Context: an optimization exercise on an open-source flow, tuned for small area, a short achievable clock period and few clock cycles per item. The choices shown serve that exercise and are no tape-out recipe.
Function was checked by simulation only, so behaviour that the tests miss may differ from the original.
Power figures rest on the tool's default switching activity, not on a simulated workload.

==> flow/design.v, too long to show whole: its modules and the start of the top module <==
// module mul_share_arbiter: 3419 lines
// module fa_cell: 5 lines
module mul_share_arbiter #(
    parameter int DATAWIDTH = 64,
    parameter int LATENCY   = 3
) (
    input  logic                   Clk,
    input  logic                   Rst,
    input  logic [3:0]             Req,
    input  logic [4*DATAWIDTH-1:0] A,
    input  logic [4*DATAWIDTH-1:0] B,
    output logic [3:0]             Grant,
    output logic [3:0]             Done,
    output logic [DATAWIDTH-1:0]   Prod,
    output logic                   Busy
);
  // ...
==> flow/flow/run.sh <==
#!/bin/bash
set -euo pipefail
cd "$(dirname "$0")/.."
bash standard.sh "BUFFER_PORTS_ARGS=-buffer_cell sky130_fd_sc_hd__buf_1" \
    SETUP_SLACK_MARGIN=5.6 finish > standard.log 2>&1
==> flow/standard.sh <==
#!/bin/bash
# synth_recipe.tcl (not shown) runs the flow's synth.tcl, then flattens the netlist and writes it again
# the make line also repeats each setting of config.mk as NAME=value (left out here)
make -C /OpenROAD-flow-scripts/flow DESIGN_CONFIG=/design/flow/config.mk WORK_HOME=/design/flow/orfs CLKGATE_MAP_FILE= SYNTH_SCRIPT=/design/flow/synth_recipe.tcl "${@:-finish}"
==> flow/config.mk <==
export PLATFORM = sky130hd
export DESIGN_NAME = mul_share_arbiter
export DESIGN_NICKNAME = mul_share_arbiter
export VERILOG_FILES = /design/flow/design.v
export SDC_FILE = /design/flow/constraint.sdc
export NUM_CORES = 4
export LEC_CHECK = 0
export ABC_AREA = 1
export CAP_MARGIN = 20
export CORE_MARGIN = 2
export CORE_UTILIZATION = 40
export SETUP_SLACK_MARGIN = 5
export SLEW_MARGIN = 20
export SYNTH_HIERARCHICAL = 1
==> flow/constraint.sdc <==
create_clock -name core_clock -period 8.5 [get_ports {Clk}]
set_input_delay 1.7000 -clock core_clock [delete_from_list [all_inputs] [get_ports {Clk}]]
set_output_delay 1.7000 -clock core_clock [all_outputs]
set_load 0.01 [all_outputs]
==> impl_metrics.tcl, run 1 <==
set metrics [dict create \
    required_ps 9120 \
    rrSetupSlack_ps 5420 \
    start_kind "flop" \
    synth.most_common_cell "xor2_1" \
    clk_latency_ps 750 \
    cp_data_arrival_time_ps 3700 \
    so_faults "capacitance limit, slew limit" \
    slew_viol_final 12 \
    worstSetupEndpointType "flop" \
    worstMarginPinSlew_ps 1630 \
    yosys.area_share.simple_pct 8.556 \
    synth.distinct_cells 41 \
    min_period_over_period_pct 36.19 \
    clock.fmax_mhz 325.1 \
    cp_common_cell "nand2_1" \
    clk-power_mw 4.17 \
    crit_start "q2_59_2" \
    top_layer "met5" \
    buf_share_pct 7.874 \
    syn_area_per_cell_um2 9.685 \
    cp_max_fo 5 \
    r2r_end "prod_r[63]" \
    ff_latch_area_um2 15440 \
    grt_max_degree 70 \
    cts_hold_buf 0 \
    synthCells 6407 \
    met2RoutedLength_um 126400 \
    synth_area_um2 62050 \
    synthFlopType "dfxtp_1" \
    cts_root_buf "clkbuf_16" \
    grt_util_met3_pct 17.97 \
    dp_hpwl_um 188100 \
    grt-ovfl-total 0 \
    dieArea_um2 158300 \
    outcome "failed layout checks" \
    fillers 14340 \
    crit_buf_inv 1 \
    maxCapViolCount 1 \
    final_cell_mix "1046 x xor2_1, 880 x o22ai_1, 868 x fa_1, 785 x nand2_1, 662 x dfxtp_1" \
    reg2reg_depth 13 \
    synth_mux_area_share_pct 0 \
]
Testbench counts, summed over its fixed seeds: cycles 1,568, items 1,536.
==> run 2, diff against run 1 <==
--- a/flow/config.mk
+++ b/flow/config.mk
@@ -6,9 +6,9 @@
 export NUM_CORES = 4
 export LEC_CHECK = 0
 export ABC_AREA = 1
-export CAP_MARGIN = 20
+export CAP_MARGIN = 30
 export CORE_MARGIN = 2
 export CORE_UTILIZATION = 40
 export SETUP_SLACK_MARGIN = 5
-export SLEW_MARGIN = 20
+export SLEW_MARGIN = 30
 export SYNTH_HIERARCHICAL = 1
==> impl_metrics.tcl, run 2 <==
set metrics [dict create \
    clkPwrFrac_pct 53.3 \
    cts_hold_buf 0 \
    dr.pass1.iters 11 \
    clock_sinks 758 \
    outcome "failed layout checks" \
    final_cell_mix "1036 x xor2_1, 877 x o22ai_1, 867 x fa_1, 786 x nand2_1, 654 x dfxtp_1" \
    powerDensity_nw_per_um2 106.0 \
    cts_buffer_depth 3 \
    post_synth_main_area_contributors "fa_1 29%, dfxtp_1 24%, xor2_1 15%, o22ai_1 10%, nand2_1 4.8%" \
    grt_max_degree 70 \
    finClkSkew_ps 78.90 \
    postRouteAntennaNets 0 \
    synthFlopType "dfxtp_1" \
    post-route-util_pct 48.10 \
    min_period_over_period_pct 35.98 \
    nets 8312 \
    rrSetupSlack_ps 5480 \
    drt_wl_total_um 308700 \
    antenna_found_initial 22 \
    synth.distinct_cells 41 \
    period_needed_ps 3058 \
    place_congestion 0.9802 \
    area_growth_pct 19.42 \
    cts_max_level 3 \
    initial_core_util_pct 40.28 \
    drc_errors 0 \
    core_region_area_um2 154000 \
    rsz0062_at_grt "yes" \
    max_stage_delay_ps 430 \
    synth_area_um2 62050 \
    dp_hpwl_um 187900 \
    p_sw_share_pct 23.53 \
    synth.net_count 7939 \
    whs_ps 320.5 \
    ys_top_cells_by_count "1086 x xor2_1, 995 x o22ai_1, 910 x fa_1" \
    clk_latency_ps 780 \
    start_kind "flop" \
    grt-ovfl-total 0 \
    hold_viol 0 \
    largest_registers "opa_r x64, prod_r x64" \
    setup-tns-final_ps 0 \
    hold_path.class "reg -> reg" \
    maxCapViolCount 1 \
    drt_iter0_markers 8616 \
    synthCells 6407 \
    sequentialPowerShare_pct 45.1 \
    post-synth-top-area-cell "fa_1" \
    cts_root_buf "clkbuf_16" \
    slew_viol_final 5 \
    io_pins 591 \
    pwr-share-comb_pct 1.5 \
    wl_per_cell_um 34.58 \
    cp_data_arrival_time_ps 1360 \
    cts_inserted_buffers 89 \
    cellLeakagePower_nw 37.62 \
    required_ps 6800 \
    track_usage_pct 36.48 \
    clock.fmax_mhz 327.0 \
    place_area_um2 65590 \
    ys_ff_latch 758 \
    drive_above_1_share_pct 13.92 \
    cts_tree "built" \
    synth.most_common_cell "xor2_1" \
    seq_area_frac_synth_pct 24.63 \
    die_y_um 397.9 \
    finalInstanceArea_um2 74100 \
    synth_edf_count 0 \
    so_faults "capacitance limit, slew limit" \
    final_common_cell "xor2_1" \
    worstSetupEndpointType "output pin" \
    slew_headroom_pct -3.714 \
    die_w_um 397.9 \
    p_sw_mw 1.849 \
    crit_slowest_cell "dfrtp_1" \
    dieArea_um2 158300 \
    crit_type "reg -> out" \
    vias_per_cell 6.458 \
    yosysTopAreaCellShare_pct 29.36 \
    crit_buf_inv 1 \
    rows 144 \
    worstMarginPinSlew_ps 1550 \
    clk_pin_slew_worst_paths_ps 60 \
    syn_area_per_cell_um2 9.685 \
    grt_pass1_vias 58280 \
    cp_cell_sequence "buf_6" \
    finalPower_mw 7.858 \
    setup_viol 0 \
    intPower_mw 6.009 \
    peakVddDrop_v 0.0001523 \
    cpLargestDelayFamily "flip-flops" \
    cp_max_fo 3 \
    synthArstFlopShare_pct 2.770 \
    io_buffers 590 \
    synth_warnings 8 \
    grt_pass1_wl_um 412700 \
    dr_total_vias 57660 \
]
## run 2: power by group through the flow
stage               clock network (mW)  logic, mW  registers, mW
global placement                     0      0.115           3.63
floorplan                            0  0.0000522           3.63
CTS                               4.20      0.117           3.55
detailed placement                   0      0.117           3.63
finish                            4.19      0.118           3.55
global route                      4.35      0.125           3.55
## run 2: Yosys stat by module, one instance, submodules excluded
module	flip-flops and latches	cell area, um2	times used	cells
mul_share_arbiter	758	43830	1	5497
fa_cell	0	20.02	910	1
## run 2: routing by layer
metal  wire length, um  vias to the layer above  share of wire [%]  GRT usage (%)
li1                  -                    22210                  -              -
met1            102600                    27900                 33          41.48
met2            125900                     5608                 41          53.31
met3             48030                     1905                 16          17.56
met4             30700                       41                9.9          24.90
met5              1452                        -               0.47          6.477
## run 2: final timing paths
kind                             endpoint       start  depth (start not counted)
worst max-delay path             Grant[2]  grant_r[2]                          1
worst min-delay path              q2_12_0     q1_12_0                          0
worst max register to register    q1_48_6    one_r[5]                          8
worst min register to register    q2_12_0     q1_12_0                          0
max in group asynchronous       slot_r[2]         Rst                          2
min in group asynchronous       done_r[2]         Rst                          2
## run 2: cell families (layout without fill, tap and decap cells)
| logic type | Yosys count | in the layout | share of synthesized area [%] |
|---|---|---|---|
| compound gates | 1342 | 1342 | 13.70 |
| simple gates | 1258 | 1258 | 8.556 |
| xor+xnor | 1128 | 1128 | 15.92 |
| fa+ha+maj | 1014 | 1014 | 31.46 |
| buf+inv | 907 | 1353 | 5.741 |
| flops | 758 | 758 | 24.63 |
| other cells | 0 | 31 | 0 |
## run 2: area by class of cell
cell class                      instances  area [um2]
Multi-Input combinational cell       4742       45160
Timing Repair Buffer                  806        6020
Sequential cell                       758       15450
Fill cell                           14320       79950
Antenna cell                           31       77.57
Clock buffer                          119        2501
Inverter                              383        1678
Tap cell                             2044        2557
Clock inverter                         45       664.4
## run 2: metrics by stage
step                cells  worst slack, ps
finish               8928             5442
floorplan            6407             5644
global placement     8619             4942
global route         8906             5379
detailed placement   8620             4896
CTS                  8834             5432
## run 2: repair_timing
item | in CTS | in global routing
setup endpoints to repair | 391 | 223
cloned | 4 | 22
gates resized for setup | 407 | 519
buffers inserted | 46 | 41
pin swaps | 38 | 134
==> run 3, diff against run 2 <==
--- a/flow/config.mk
+++ b/flow/config.mk
@@ -6,9 +6,9 @@
 export NUM_CORES = 4
 export LEC_CHECK = 0
 export ABC_AREA = 1
-export CAP_MARGIN = 30
+export CAP_MARGIN = 60
 export CORE_MARGIN = 2
 export CORE_UTILIZATION = 40
 export SETUP_SLACK_MARGIN = 5
-export SLEW_MARGIN = 30
+export SLEW_MARGIN = 60
 export SYNTH_HIERARCHICAL = 1
==> impl_metrics.tcl, run 3 <==
set metrics [dict create \
    rsz0062_at_grt "yes" \
    grt-ovfl-total 0 \
    cts_hold_buf 0 \
    dieArea_um2 158300 \
    clk_pin_slew_worst_paths_ps 70 \
    post-synth-top-area-cell "fa_1" \
    initial_core_util_pct 40.28 \
    syn_area_per_cell_um2 9.685 \
    cts_buffer_depth 3 \
    yosysTopAreaCellShare_pct 29.36 \
    powerDensity_nw_per_um2 105.1 \
    outcome "finished clean" \
    ys_ff_latch 758 \
    maxCapViolCount 0 \
    area_growth_pct 19.70 \
    track_usage_pct 36.14 \
    die_w_um 397.9 \
    fillers 14300 \
    postRouteAntennaNets 0 \
    setup_viol 0 \
    grt_use_met1_pct 41.34 \
    cts_inserted_buffers 89 \
    cts_root_buf "clkbuf_16" \
    dp_hpwl_um 191200 \
    clk_latency_ps 770 \
    grt_pass1_vias 58030 \
    wl_per_cell_um 34.30 \
    worstSetupEndpointType "flop" \
    worstMarginPinSlew_ps 665.7 \
    post-route-util_pct 48.22 \
    cts_max_level 3 \
    hold_viol 0 \
    io_pins 591 \
    clock_sinks 758 \
    grt_pass1_wl_um 409700 \
    dr_total_vias 57490 \
    synth_area_um2 62050 \
    setup-tns-final_ps 0 \
    place_congestion 0.9802 \
    finClkSkew_ps 98.35 \
    min_period_over_period_pct 35.80 \
    cts_tree "built" \
    dr.pass1.iters 14 \
    core_region_area_um2 154000 \
    synth_edf_count 0 \
    grt_max_degree 70 \
    grt_util_met3_pct 16.73 \
    drt_iter0_markers 9299 \
    cellLeakagePower_nw 37.87 \
    antenna_found_initial 28 \
    synthFlopType "dfxtp_1" \
    required_ps 9130 \
    drc_errors 0 \
    hold_path.class "reg -> reg" \
    cp_data_arrival_time_ps 3670 \
    rows 144 \
    synthCells 6407 \
    synth.most_common_cell "xor2_1" \
    whs_ps 319.3 \
    final_common_cell "xor2_1" \
    seq_area_frac_synth_pct 24.63 \
    drive_above_1_share_pct 13.99 \
    ys_top_cells_by_count "1086 x xor2_1, 995 x o22ai_1, 910 x fa_1" \
    largest_registers "opa_r x64, prod_r x64" \
    die_y_um 397.9 \
    vias_per_cell 6.441 \
    peakVddDrop_v 0.0001481 \
    synth.net_count 7939 \
    period_needed_ps 3043 \
    io_buffers 590 \
    start_kind "flop" \
    cp_max_fo 2 \
    crit_type "reg -> reg" \
    synthArstFlopShare_pct 2.770 \
    nets 8321 \
    drt_wl_total_um 306100 \
    met2_usage_pct 53.09 \
    synth_warnings 8 \
    clock.fmax_mhz 328.6 \
    top_usage_layer "met2" \
    post_synth_main_area_contributors "fa_1 29%, dfxtp_1 24%, xor2_1 15%, o22ai_1 10%, nand2_1 4.8%" \
    slew_headroom_pct 55.62 \
    final_cell_mix "1045 x xor2_1, 886 x o22ai_1, 881 x fa_1, 784 x nand2_1, 652 x dfxtp_1" \
    synth.distinct_cells 41 \
    slew_viol_final 0 \
]
run 3: cell counts after synthesis:
No cell type changed its count.
run 3: per-module statistics from Yosys (local to each module, per instance):
module,cell area [um2],cells inside,flip-flops and latches,copies in the design
fa_cell,20.02,1,0,910
mul_share_arbiter,43830,5497,758,1
run 3: area by class of cell:
type                    count  area (um2)  area share, %
multi-input cells        4742       44970          60.54
flip-flops and latches    758       15450          20.80
repair buffers            815        6456          8.692
well taps                2044        2557          3.443
clock buffers             114        2481          3.340
inverters                 383        1658          2.232
clock inverters            51       659.4         0.8877
diodes                     19       47.55        0.06401
run 3: power breakdown:
group | leakage [nW] | total (mW) | switching [mW] | internal [mW]
Sequential | 6.26 | 3.55 | 0 | 3.55
Clock | 1.50 | 4.14 | 1.79 | 2.35
Combinational | 30.1 | 0.119 | 0.0656 | 0.0529
Total | 37.9 | 7.80 | 1.86 | 5.95
run 3: logic make-up after synthesis:
kind of cell	Yosys count	synth area share (%)
fa+ha+maj	1014	31.46
compound gates	1342	13.70
flops	758	24.63
xor+xnor	1128	15.92
buf+inv	907	5.741
simple gates	1258	8.556
run 3: what timing repair did:
item,CTS,global route
pin swaps,42,113
gates resized for setup,295,414
buffers inserted,19,41
cloned,4,31
endpoints found under the setup margin,357,212
run 3: per-layer routing:
metal,up-vias,share of wire (%)
li1,22210,-
met1,27810,33
met2,5566,41
met3,1857,16
met4,47,9.6
met5,-,0.38
run 3: final timing paths:
check                        start        end  slack [ps]  depth (start not counted)
max reg2reg                q1_61_5    q2_63_3        5460                         14
min in group asynchronous      Rst  slot_r[1]        1000                          2
min reg2reg                q1_12_0    q2_12_0         320                          0
max                        q1_61_5    q2_63_3        5460                         14
min                        q1_12_0    q2_12_0         320                          0
max in group asynchronous      Rst  slot_r[2]        7150                          2
run 3: worst max-delay path: stages (launching register included):
cell and delay (ps):
dfxtp_2 330, fa_2 400, fa_1 540, fa_1 460
fa_2 420, xor2_1 160, nand2_1 80, nand2_2 80
inv_2 60, nand2_2 40, nand2_2 80, inv_2 40
nand2_2 50, nand2_2 50, xnor2_1 110
run 3: stage by stage:
| stage | setup slack (ps) | cells | total power, mW | cell area (um2) |
|---|---|---|---|---|
| floorplan | 5644 | 6407 | 3.632 | 62050 |
| global placement | 4942 | 8619 | 3.745 | 65540 |
| detailed placement | 5190 | 8641 | 3.746 | 66690 |
| CTS | 5422 | 8829 | 7.827 | 71150 |
| global route | 5366 | 8914 | 7.959 | 74250 |
| finish | 5457 | 8926 | 7.804 | 74280 |
==> run 4, diff against run 3 <==
--- a/flow/config.mk
+++ b/flow/config.mk
@@ -9,6 +9,7 @@
 export CAP_MARGIN = 60
 export CORE_MARGIN = 2
 export CORE_UTILIZATION = 40
+export CTS_BUF_LIST = sky130_fd_sc_hd__clkbuf_8
 export SETUP_SLACK_MARGIN = 5
 export SLEW_MARGIN = 60
 export SYNTH_HIERARCHICAL = 1
==> impl_metrics.tcl, run 4 <==
set metrics [dict create \
    synth.net_count 7939 \
    synth_warnings 8 \
    post-synth-top-area-cell "fa_1" \
    intPower_mw 5.662 \
    area_growth_pct 19.71 \
    drc_errors 0 \
    peakVddDrop_v 0.0001553 \
    post-route-util_pct 48.22 \
    clkPwrFrac_pct 51.1 \
    crit_buf_inv 1 \
    cpLargestDelayFamily "flip-flops" \
    drive_above_1_share_pct 14.78 \
    crit_type "reg -> out" \
    die_w_um 397.9 \
    maxCapViolCount 0 \
    clock_sinks 758 \
    drt_wl_total_um 309400 \
    post_synth_main_area_contributors "fa_1 29%, dfxtp_1 24%, xor2_1 15%, o22ai_1 10%, nand2_1 4.8%" \
    grt_max_degree 70 \
    nets 8374 \
    rsz0062_at_grt "yes" \
    powerDensity_nw_per_um2 100.9 \
    io_pins 591 \
    fillers 14350 \
    grt_pass1_wl_um 409100 \
    slew_viol_final 0 \
    synth.distinct_cells 41 \
    place_inst 8641 \
    clk_pin_slew_worst_paths_ps 60 \
    antenna_found_initial 31 \
    max_stage_delay_ps 440 \
    hold_viol 0 \
    synth.most_common_cell "xor2_1" \
    ys_ff_latch 758 \
    multi_input_area_um2 45060 \
    synthArstFlopShare_pct 2.770 \
    start_kind "flop" \
    synthFlopType "dfxtp_1" \
    dp_hpwl_um 191200 \
    ys_top_cells_by_count "1086 x xor2_1, 995 x o22ai_1, 910 x fa_1" \
    layout.cells.non_filler 9014 \
    postRouteAntennaNets 0 \
    dr_total_vias 58310 \
    rows 144 \
    period_needed_ps 3195 \
    sequentialPowerShare_pct 47.3 \
    cts_hold_buf 0 \
    drt_iter0_markers 8919 \
    p_sw_share_pct 24.48 \
    min_period_over_period_pct 37.59 \
    p_sw_mw 1.835 \
    io_buffers 590 \
    dieArea_um2 158300 \
    largest_registers "opa_r x64, prod_r x64" \
    crit_slowest_cell "dfrtp_2" \
    initial_core_util_pct 40.28 \
    worstSetupEndpointType "output pin" \
    cts_max_level 4 \
    hold_path.class "reg -> reg" \
    worstMarginPinSlew_ps 627.3 \
    place_area_um2 66690 \
    track_usage_pct 36.08 \
    place_congestion 0.9802 \
    setup-tns-final_ps 0 \
    cp_max_fo 3 \
    core_region_area_um2 154000 \
    die_y_um 397.9 \
    cts_inserted_buffers 137 \
    slew_headroom_pct 58.14 \
    synthCells 6407 \
    cts_buffer_depth 3 \
    final_common_cell "xor2_1" \
    synth_area_um2 62050 \
    outcome "finished clean" \
    dr.pass1.iters 14 \
    cp_data_arrival_time_ps 1500 \
    synth_edf_count 0 \
    cellLeakagePower_nw 38.13 \
    clock.fmax_mhz 313.0 \
    ff_latch_area_um2 15450 \
    clk_latency_ps 930 \
    cts_root_buf "clkbuf_8" \
    setup_viol 0 \
    yosysTopAreaCellShare_pct 29.36 \
    final_cell_mix "1049 x xor2_1, 885 x o22ai_1, 882 x fa_1, 785 x nand2_1, 648 x dfxtp_1" \
    finalInstanceArea_um2 74280 \
    grt_pass1_vias 58380 \
    pwr-share-comb_pct 1.6 \
    required_ps 6800 \
    seq_area_frac_synth_pct 24.63 \
    cp_cell_sequence "buf_6" \
    syn_area_per_cell_um2 9.685 \
    wl_per_cell_um 34.33 \
    finClkSkew_ps 85.83 \
    vias_per_cell 6.468 \
    grt-ovfl-total 0 \
    cts_tree "built" \
]
[run 4: cell types whose count changed in the layout (fill, tap and decap cells not counted), sizes merged]
cell	previous run	this run
clkbuf	146	198
bufinv	8	11
buf	780	785
clkinv	43	40
clkinvlp	26	16
bufbuf	3	2
diode	19	23
inv	357	395
[run 4: path summary, 6_finish.rpt]
kind                       slack, ps        from          to  depth (start not counted)
setup / recovery                5300  grant_r[3]    Grant[3]                          1
setup reg to reg                5460     q2_60_0  prod_r[62]                         11
min in group asynchronous        850         Rst   slot_r[2]                          2
max in group asynchronous       7320         Rst   slot_r[0]                          2
hold reg to reg                  320   two_r[29]  two1_r[29]                          0
hold / removal                   320   two_r[29]  two1_r[29]                          0
[run 4: cell type report]
class,instances,area share (%)
clock buffers,165,3.057
clock inverters,79,0.9011
flip-flops and latches,758,20.80
inverters,383,2.274
repair buffers,820,8.784
multi-input cells,4742,60.66
well taps,2044,3.443
diodes,23,0.07748
[run 4: cells by family after synthesis]
logic type               after synthesis  synth area share [%]
adder cells (fa/ha/maj)             1014                 31.46
flip-flops                           758                 24.63
AO/OA/AOI/OAI                       1342                 13.70
XOR/XNOR                            1128                 15.92
buffers and inverters                907                 5.741
AND/OR/NAND/NOR                     1258                 8.556
[run 4: Yosys stat by module (local to each module, per instance)]
module / times used / area (um2)
mul_share_arbiter: 1 / 43830
fa_cell: 910 / 20.02
[run 4: repair_timing]
item                       CTS  global route
resized for setup          298           439
cloned                       3            35
setup endpoints to repair  355           242
buffers inserted            18            42
pin swaps                   48           137
[run 4: metal layers]
| metal | GRT usage [%] | vias to the layer above | part of all wire, % |
|---|---|---|---|
| met5 | 3.935 | - | 0.36 |
| met4 | 25.22 | 44 | 9.9 |
| met3 | 17.78 | 1991 | 16 |
| met2 | 52.66 | 5803 | 41 |
| met1 | 40.81 | 28130 | 33 |
| li1 | - | 22340 | - |
[run 4: power groups by stage]
stage / clock network [mW] / logic (mW) / registers, mW
CTS: 3.85 / 0.118 / 3.55
global route: 4.01 / 0.125 / 3.55
floorplan: 0 / 0.0000522 / 3.63
detailed placement: 0 / 0.117 / 3.63
finish: 3.83 / 0.118 / 3.55
global placement: 0 / 0.115 / 3.63
[run 4: per-stage QoR]
stage                     power, mW  hold WS [ps]  setup WS, ps
final                         7.497         317.2          5305
after global routing          7.680         328.2          5265
after CTS                     7.523         321.0          5241
after detailed placement      3.746         312.1          5190
after global placement        3.745         310.8          4942
after floorplan               3.632         309.6          5644
==> run 5, diff against run 4 <==
==> flow/run.sh (new file) <==
#!/bin/bash
# synth_recipe.tcl (not shown) runs the flow's synth.tcl, then flattens the netlist and writes it again
# the make line also repeats each setting of config.mk as NAME=value (left out here)
make -C /OpenROAD-flow-scripts/flow DESIGN_CONFIG=/design/flow/config.mk WORK_HOME=/design/flow/orfs CLKGATE_MAP_FILE= SYNTH_SCRIPT=/design/flow/synth_recipe.tcl finish
--- a/flow/config.mk
+++ b/flow/config.mk
@@ -6,10 +6,9 @@
 export NUM_CORES = 4
 export LEC_CHECK = 0
 export ABC_AREA = 1
-export CAP_MARGIN = 60
+export CAP_MARGIN = 20
 export CORE_MARGIN = 2
 export CORE_UTILIZATION = 40
-export CTS_BUF_LIST = sky130_fd_sc_hd__clkbuf_8
 export SETUP_SLACK_MARGIN = 5
-export SLEW_MARGIN = 60
+export SLEW_MARGIN = 20
 export SYNTH_HIERARCHICAL = 1
removed: flow/flow/run.sh
removed: flow/standard.sh
==> impl_metrics.tcl, run 5 <==
set metrics [dict create \
    die_y_um 397.9 \
    met1_length_um 99120 \
    maxCapViolCount 0 \
    yosysTopAreaCellShare_pct 29.36 \
    io_buffers 590 \
    drive_above_1_share_pct 5.833 \
    cellLeakagePower_nw 37.48 \
    initial_core_util_pct 40.28 \
    reg2reg_depth 6 \
    whs_ps 319.5 \
    cts_root_buf "clkbuf_16" \
    synthArstFlopShare_pct 2.770 \
    final_cell_mix "1083 x xor2_1, 995 x o22ai_1, 907 x fa_1, 799 x nand2_1, 718 x dfxtp_1" \
    seq_area_frac_synth_pct 24.63 \
    nets 8196 \
    rrSetupSlack_ps 4930 \
    top_layer "met5" \
    postRouteAntennaNets 0 \
    cts_buffer_depth 3 \
    r2r_end "q1_46_6" \
    cp_cell_sequence "clkinv_1 > o22ai_1 > xor2_1 > fa_1 > fa_1 > fa_1" \
    met2RoutedLength_um 121400 \
    grt_pass1_wl_um 398900 \
    worstHoldPathCells 0 \
    drt_wl_total_um 283000 \
    drc_errors 0 \
    finalPower_mw 7.999 \
    slew_viol_final 0 \
    largest_registers "opa_r x64, prod_r x64" \
    crit_type "reg -> reg" \
    cp_max_fo 18 \
    synth_area_um2 62050 \
    finalInstanceArea_um2 72660 \
    post-synth-top-area-cell "fa_1" \
    post_synth_main_area_contributors "fa_1 29%, dfxtp_1 24%, xor2_1 15%, o22ai_1 10%, nand2_1 4.8%" \
    ys_top_cells_by_count "1086 x xor2_1, 995 x o22ai_1, 910 x fa_1" \
    dpl_worst_slack_ps 4770 \
    post-route-util_pct 47.17 \
    dp_hpwl_um 187500 \
    syn_area_per_cell_um2 9.685 \
    cp_data_arrival_time_ps 4130 \
    powerDensity_nw_per_um2 110.1 \
    ff_latch_area_um2 15350 \
    setup-tns-final_ps 0 \
    ys_ff_latch 758 \
    synth_warnings 8 \
    cp_num_cells 6 \
    die_w_um 397.9 \
    wl_met3_um 39850 \
    multi_input_area_um2 43260 \
    period_needed_ps 3569 \
    start_kind "flop" \
    cts_tree "built" \
    fillers 14610 \
    dr_total_vias 55090 \
    cts_max_level 3 \
    grt_pass1_vias 57320 \
    layout.cells.non_filler 8804 \
    setup_viol 0 \
    peakVddDrop_v 0.0001444 \
    track_usage_pct 34.96 \
    synth_edf_count 0 \
    clk_latency_ps 730 \
    hold_path.class "reg -> reg" \
    drt_iter0_markers 7216 \
    place_congestion 0.9526 \
    r2r_start "opa_r[45]" \
    vias_per_cell 6.257 \
    max_stage_delay_ps 750 \
    dr.pass1.iters 8 \
    worst_slack_ps 4931 \
    wl_per_cell_um 32.14 \
    hp-start "neg_r[28]" \
    synth.distinct_cells 41 \
    area_growth_pct 17.09 \
    worstSetupEndpointType "flop" \
    grt_max_degree 82 \
    synthCells 6407 \
    clk_pin_slew_worst_paths_ps 60 \
    synth.net_count 7939 \
    outcome "finished clean" \
    slew_headroom_pct 12.72 \
    cp_common_cell "fa_1" \
    synthFlopType "dfxtp_1" \
    clock_sinks 758 \
    cts_inserted_buffers 89 \
    required_ps 9060 \
    hold_viol 0 \
    clock.fmax_mhz 280.2 \
    dieArea_um2 158300 \
    antenna_found_initial 31 \
    cts_setup_buffers 0 \
    finClkSkew_ps 50.07 \
    min_to "neg1_r[28]" \
    io_pins 591 \
    final_common_cell "xor2_1" \
    rsz0062_at_grt "yes" \
    place_inst 8613 \
    cpLargestDelayFamily "adder cells" \
    crit_buf_inv 1 \
    worstMarginPinSlew_ps 1309 \
    place_area_um2 69180 \
    core_region_area_um2 154000 \
    crit_slowest_cell "clkinv_1" \
    min_period_over_period_pct 41.99 \
    synth.most_common_cell "xor2_1" \
    grt-ovfl-total 0 \
    rows 144 \
]
run 5: cell counts after synthesis:
No cell type changed its count.
run 5: how the worst max path moves through the flow:
stage	end	from	slack (ps)
2_1_floorplan	q2_63_3	q1_61_0	5640
3_3_place_gp	two_r[13]	B[153]	4810
3_5_place_dp	two_r[13]	B[25]	4770
4_1_cts	Done[3]	done_r[3]	5010
5_1_grt	q1_63_6	opa_r[41]	4960
6_report	q1_46_6	opa_r[45]	4930
run 5: area by class of cell:
class                      count  share of cell area [%]
multi-input combinational   4742                   59.53
sequential                   758                   21.12
timing repair buffer         690                   9.277
clock buffer                 122                   3.628
tap                         2044                   3.520
inverter                     383                   2.027
clock inverter                43                  0.8163
antenna                       22                 0.07577
run 5: Yosys stat by module, one instance, submodules excluded:
module | cells inside | cell area [um2]
fa_cell | 1 | 20.02
mul_share_arbiter | 5497 | 43830
run 5: what timing repair did:
item,in CTS,in global routing
endpoints found under the setup margin,108,148
resized for setup,8,20
hold buffers,0,0
run 5: cells by family after synthesis:
family / count (synthesis) / synth area share (%)
buffers and inverters: 907 / 5.741
adder cells (fa/ha/maj): 1014 / 31.46
AO/OA/AOI/OAI: 1342 / 13.70
AND/OR/NAND/NOR: 1258 / 8.556
flip-flops: 758 / 24.63
XOR/XNOR: 1128 / 15.92
run 5: layer usage:
metal | track usage, % | vias to the layer above
li1 | - | 21940
met2 | 52.73 | 4905
met3 | 15.01 | 1388
met5 | 1.029 | -
met4 | 22.20 | 19
met1 | 40.64 | 26830
run 5: report_power, final:
part	internal (mW)	switching, mW
combinational	0.206	0.0507
clock	2.49	1.70
sequential	3.55	0

-- what the ideal ports hide --
How much do the figures lean on ideal ports? The routed layouts below were timed once more, with nothing changed but the port constraints.
Step 1 sets driving cells, clkbuf_16 on the clock port and buf_2 on the other inputs (assumed; they add their load-dependent delay and slew).
Step 2 moves the port delays by t, midway between the first and last clock arrival at a register: inputs arrive t later, outputs are due t later. That takes back most of the time a late clock gives input paths.
Slacks: ideal ports / drivers / drivers and shift; pairs: ideal ports / drivers.
run | t, ns | slack for setup (ns) | hold WS [ns] | cell pins on the clock port's net
run 1 | 0.798 | 5.424 / 5.394 / 4.997 | 0.318 / 0.318 / 0.318 | 1
run 2 | 0.825 | 5.442 / 5.365 / 5.125 | 0.320 / 0.320 / 0.320 | 1
run 3 | 0.785 | 5.457 / 5.410 / 5.357 | 0.319 / 0.319 / 0.319 | 1
run 4 | 0.950 | 5.305 / 5.244 / 5.260 | 0.317 / 0.317 / 0.317 | 1
run 5 | 0.776 | 4.931 / 4.931 / 4.680 | 0.319 / 0.319 / 0.319 | 1
The setup slack of run 1, which loses most, moves by -0.030 ns with the drivers and by -0.427 ns with both steps.
